This design comes from an exercise in tuning for small area, a short achievable clock period and few clock cycles on the open sky130 flow, not from production work.
In this exercise RTL edits were held to simulation tests only and were not proved equivalent to the original.
Power is estimated from default activity; no workload was simulated.

// serial_command_line_parser_top
module serial_command_line_parser_top (
  input  logic        clk,
  input  logic        rst_n,
  input  logic        in_valid,
  output logic        in_ready,
  input  logic [7:0]  in_rx_byte,
  output logic        out_valid,
  input  logic        out_ready,
  output logic [3:0]  out_cmd_code,
  output logic [30:0] out_cmd_arg
);
Settings: LEC_CHECK=0, ABC_AREA=1, CAP_MARGIN=20, CORE_MARGIN=2, CORE_UTILIZATION=40, SETUP_SLACK_MARGIN=5, SLEW_MARGIN=20; clock period 8.0 ns.
standard.sh (not shown) runs the stock make flow with config.mk's settings and CLKGATE_MAP_FILE= SYNTH_SCRIPT=/design/flow/synth_recipe.tcl, a recipe that flattens the netlist after the stock synthesis.
==> flow/flow/run.sh <==
#!/bin/bash
set -euo pipefail
bash standard.sh SETUP_SLACK_MARGIN=5.3 finish > flow_make.log 2>&1
The starting point finished with timing, DRC and antenna clean.
Testbench counts at the start, summed over its fixed seeds: cycles 21,597.
Change:
--- a/flow/design.v
+++ b/flow/design.v
@@ -1,15 +1,16 @@
 package sclp_pkg;
   localparam int LINE_MAX = 32;
   localparam int ARG_W    = 31;
   localparam logic [ARG_W-1:0] SAT_MAX = {ARG_W{1'b1}};
   localparam logic [5:0] K_NONE  = 6'd10;   
-  localparam logic [5:0] K_BLANK = 6'd12;
+  localparam logic [5:0] K_TAB   = 6'd11;
+  localparam logic [5:0] K_SPACE = 6'd12;
   localparam logic [5:0] K_EOL   = 6'd13;
   localparam logic [5:0] K_BS    = 6'd14;
   localparam logic [5:0] K_OTHER = 6'd15;
   localparam logic [5:0] K_Q     = 6'd31;   
   localparam logic [5:0] K_A     = 6'd33;
   localparam logic [5:0] K_C     = 6'd35;
   localparam logic [5:0] K_D     = 6'd36;
   localparam logic [5:0] K_E     = 6'd37;
   localparam logic [5:0] K_F     = 6'd38;
@@ -72,20 +73,22 @@
   assign f_bs    = (c == 8'h08) || (c == 8'h7F);
   assign f_eol   = (c == 8'h0D) || (c == 8'h0A);
   assign f_blank = (c == 8'h20) || (c == 8'h09);
   assign f_dig   = (c[7:4] == 4'h3) && (c[3:0] <= 4'd9);
   always_comb begin
     if (f_bs)
       cls = K_BS;
     else if (f_eol)
       cls = K_EOL;
-    else if (f_blank)
-      cls = K_BLANK;
+    else if (c == 8'h20)
+      cls = K_SPACE;
+    else if (c == 8'h09)
+      cls = K_TAB;
     else if (c[7:6] == 2'b01)
       cls = {1'b1, c[4:0]};            
     else if (f_dig)
       cls = {2'b00, c[3:0]};
     else if (c == 8'h3F)
       cls = K_Q;
     else
       cls = K_OTHER;
   end
@@ -132,19 +135,19 @@
       ((s == 6'd36) && (c == K_Q)) ||
       ((s == 6'd18) && (c == K_E)) ||   
       ((s == 6'd37) && (c == K_L)) ||
       ((s == 6'd11) && (c == K_P)) ||
       ((s == 6'd45) && (c == K_E)) ||   
       ((s == 6'd27) && (c == K_R)) ||
       ((s == 6'd55) && (c == K_I)) ||
       ((s == 6'd46) && (c == K_O)) ||
       ((s == 6'd29) && (c == K_D)) ||
-      ((s == 6'd59) && (c == K_BLANK));
+      ((s == 6'd59) && (c == K_SPACE));
   endfunction
   function automatic logic [5:0] start_st(input logic [5:0] c);
     case (c)
       K_I:     start_st = S_I1;
       K_T:     start_st = S_T1;
       K_M:     start_st = S_M1;
       K_R:     start_st = S_RST;
       K_S:     start_st = S_S1;
       K_C:     start_st = S_C1;
@@ -263,19 +266,19 @@
       t_ok = 1'b1;
     end else begin
       case (st_r)
         S_C1: begin
           t_st = S_CF2;
           t_ok = (cls_r == K_F);
         end
         S_M3: begin
           t_st = S_MSP;
-          t_ok = is_blank;
+          t_ok = (cls_r == K_SPACE);
         end
         S_RST: begin
           t_st = S_RS;
           t_ok = is_dig && (dv <= 4'd7);
         end
         S_PSP: begin
           t_st = S_PD;
           t_ok = is_dig;
         end
Effect: Worst setup slack gains 0.065 ns; critical path depth fell by 1; combinational power is higher by about 5%; clock skew is lower by 0.012 ns; wire length shrinks by about 1.1%; die area shrinks by about 1.2%; clock power came out lower by 7.5%; cell area goes up by about 1%; via count hardly moves; cell count rises by 2.5%; register-to-register slack is worse by 0.02 ns; maximum frequency rose by about 2.4%; area after synthesis falls by about 1.2%; global-route usage decreases by 0.29 points.
Testbench counts after the change, summed over its fixed seeds: cycles 21,597.

==> port drivers added, routing unchanged <==
In the flow no input, the clock included, has a driving cell. The finished layouts below were timed again as built, in two steps. Step 1, drivers: a clkbuf_16 drives clk and a buf_2 each remaining input, both assumed. Step 2 moves the port delays by t, midway between the first and last clock arrival at a register: inputs arrive t later, outputs are due t later. That takes back most of the time a late clock gives input paths. Slacks: ideal ports / drivers / drivers and shift; pairs: ideal ports / drivers.
| run | shift t [ns] | slack for setup (ns) | worst hold slack (ns) | worst setup path at the end | latest minus earliest clock arrival (ns) |
|---|---|---|---|---|---|
| the first run | 0.408 | 5.271 / 5.225 / 4.990 | 0.499 / 0.499 / 0.499 | input to register | 0.020 / 0.020 |
| the second run | 0.400 | 5.336 / 5.290 / 4.963 | 0.503 / 0.503 / 0.503 | input to register | 0.008 / 0.008 |
After both steps every run listed still meets setup and hold. The setup slack of the second run, which loses most, moves by -0.046 ns with the drivers and by -0.373 ns with both steps.
